From an optimization exercise on the open Yosys and OpenROAD flow, aimed at small area, a short achievable clock period and few clock cycles per item; shortcuts taken in it are not production practice. Only simulation tests tie the RTL to the original design; equivalence was not proved.

Setup of v6:
// dmem_ctrl
module dmem_ctrl
#(
  parameter  int DEPTH       = 64,
  parameter  int WAIT_STATES = 0,
  localparam int ADDR_W      = $clog2(DEPTH) + 2
) (
  input  logic              clk,
  input  logic              rst_n,
  input  logic              req_valid,
  output logic              req_ready,
  input  logic              req_we,
  input  logic [2:0]        req_funct3,
  input  logic [ADDR_W-1:0] req_addr,
  input  logic [31:0]       req_wdata,
  output logic              rsp_valid,
  input  logic              rsp_ready,
  output logic [31:0]       rsp_rdata,
  output logic              rsp_err
);
==> flow/config.mk <==
export PLATFORM = sky130hd
export DESIGN_NAME = dmem_ctrl
export DESIGN_NICKNAME = dmem_ctrl
export VERILOG_FILES = /design/flow/design.v
export SDC_FILE = /design/flow/constraint.sdc
export NUM_CORES = 4
export LEC_CHECK = 0
export CAP_MARGIN = 20
export CORE_MARGIN = 2
export CORE_UTILIZATION = 70
export CTS_CLUSTER_DIAMETER = 80
export CTS_CLUSTER_SIZE = 25
export SETUP_SLACK_MARGIN = 2.6
export SLEW_MARGIN = 20
export SYNTH_HIERARCHICAL = 1
==> flow/constraint.sdc <==
create_clock -name core_clock -period 5.0 [get_ports {clk}]
set_input_delay 1.0000 -clock core_clock [delete_from_list [all_inputs] [get_ports {clk}]]
set_output_delay 1.0000 -clock core_clock [all_outputs]
set_load 0.01 [all_outputs]
standard.sh (not shown) runs the stock make flow with config.mk's settings and CLKGATE_MAP_FILE= SYNTH_SCRIPT=/design/flow/synth_recipe.tcl, a recipe that flattens the netlist after the stock synthesis.
==> flow/flow/run.sh <==
#!/bin/bash
# Own layout flow: the standard flow (standard.sh), unchanged, except that
# after the standard synthesis the delay cells (clkdlybuf4s*, dlygate4sd*,
# dlymetal6s*) are added to the platform's don't-use list, so port buffering
# and timing repair use plain buffers instead of slow delay cells.
# Every port still gets a buffer; synthesis is run first, on its own, exactly
# as standard.sh does it.
set -euo pipefail
bash standard.sh synth > synth.log 2>&1
# the platform's own don't-use list (platforms/sky130hd/config.mk) ...
DU="sky130_fd_sc_hd__probe_p_8 sky130_fd_sc_hd__probec_p_8 sky130_fd_sc_hd__lpflow_bleeder_1 sky130_fd_sc_hd__lpflow_clkbufkapwr_1 sky130_fd_sc_hd__lpflow_clkbufkapwr_16 sky130_fd_sc_hd__lpflow_clkbufkapwr_2 sky130_fd_sc_hd__lpflow_clkbufkapwr_4 sky130_fd_sc_hd__lpflow_clkbufkapwr_8 sky130_fd_sc_hd__lpflow_clkinvkapwr_1 sky130_fd_sc_hd__lpflow_clkinvkapwr_16 sky130_fd_sc_hd__lpflow_clkinvkapwr_2 sky130_fd_sc_hd__lpflow_clkinvkapwr_4 sky130_fd_sc_hd__lpflow_clkinvkapwr_8 sky130_fd_sc_hd__lpflow_decapkapwr_12 sky130_fd_sc_hd__lpflow_decapkapwr_3 sky130_fd_sc_hd__lpflow_decapkapwr_4 sky130_fd_sc_hd__lpflow_decapkapwr_6 sky130_fd_sc_hd__lpflow_decapkapwr_8 sky130_fd_sc_hd__lpflow_inputiso0n_1 sky130_fd_sc_hd__lpflow_inputiso0p_1 sky130_fd_sc_hd__lpflow_inputiso1n_1 sky130_fd_sc_hd__lpflow_inputiso1p_1 sky130_fd_sc_hd__lpflow_inputisolatch_1 sky130_fd_sc_hd__lpflow_isobufsrc_1 sky130_fd_sc_hd__lpflow_isobufsrc_16 sky130_fd_sc_hd__lpflow_isobufsrc_2 sky130_fd_sc_hd__lpflow_isobufsrc_4 sky130_fd_sc_hd__lpflow_isobufsrc_8 sky130_fd_sc_hd__lpflow_isobufsrckapwr_16 sky130_fd_sc_hd__lpflow_lsbuf_lh_hl_isowell_tap_1 sky130_fd_sc_hd__lpflow_lsbuf_lh_hl_isowell_tap_2 sky130_fd_sc_hd__lpflow_lsbuf_lh_hl_isowell_tap_4 sky130_fd_sc_hd__lpflow_lsbuf_lh_isowell_4 sky130_fd_sc_hd__lpflow_lsbuf_lh_isowell_tap_1 sky130_fd_sc_hd__lpflow_lsbuf_lh_isowell_tap_2 sky130_fd_sc_hd__lpflow_lsbuf_lh_isowell_tap_4 "
# ... plus the delay cells
DU="$DU sky130_fd_sc_hd__clkdlybuf4s15_1 sky130_fd_sc_hd__clkdlybuf4s15_2"
DU="$DU sky130_fd_sc_hd__clkdlybuf4s18_1 sky130_fd_sc_hd__clkdlybuf4s18_2"
DU="$DU sky130_fd_sc_hd__clkdlybuf4s25_1 sky130_fd_sc_hd__clkdlybuf4s25_2"
DU="$DU sky130_fd_sc_hd__clkdlybuf4s50_1 sky130_fd_sc_hd__clkdlybuf4s50_2"
DU="$DU sky130_fd_sc_hd__dlygate4sd1_1 sky130_fd_sc_hd__dlygate4sd2_1 sky130_fd_sc_hd__dlygate4sd3_1"
DU="$DU sky130_fd_sc_hd__dlymetal6s2s_1 sky130_fd_sc_hd__dlymetal6s4s_1 sky130_fd_sc_hd__dlymetal6s6s_1"
bash standard.sh "DONT_USE_CELLS=$DU" finish > layout.log 2>&1
Testbench counts of v6, summed over its fixed seeds: cycles 16,024, items 16,000.
> inputs changed (v6 -> v7)
- swapping 2.6 for 2.75 in SETUP_SLACK_MARGIN
Notes after the runs:
The buffering overhead in v7 sits 0.24 points above the value recorded for v6.
Maximum frequency came out higher on v7 than on v6.
Cmp v7 vs v6: number of detailed-routing iterations run before antenna repair higher in v7
In the reports for v6 and v7, the smaller met3 track utilization from global routing belongs to v6.
In the flow results for v6 and v7, the sum of routed wire length over all layers is smaller on v6.
Final period demand of the worst path (v7 over v6): decrease, 0.052 ns
On worst setup slack: v7 sits above v6.

## separate check: timing with driven ports
The flow's constraints put no driver on any port. The routed layouts listed below were extracted and timed again, unchanged, in two steps.
Step 1: set_driving_cell puts a clkbuf_16 on clk and a buf_2 on each other input, an assumption about the parent block.
Step 2 times the ports against the registers' clock, not the clock port: input delays grow and output delays shrink by t, the midpoint of the rising clock arrivals with the driver on.
Three values: ideal, step 1, step 2; two values: the first two.
run	t, ns	setup slack, ns	hold WS [ns]	worst register clock-pin slew, ns
v6	0.801	2.506 / 2.506 / 2.180	0.402 / 0.350 / 0.428	0.10 / 0.10
v7	0.808	2.558 / 2.558 / 2.078	0.202 / 0.154 / 0.425	0.10 / 0.10
After both steps setup and hold are still met in every run listed. For v7, which loses most, drivers alone change the setup slack by 0.000 ns; drivers and shift together by -0.480 ns.
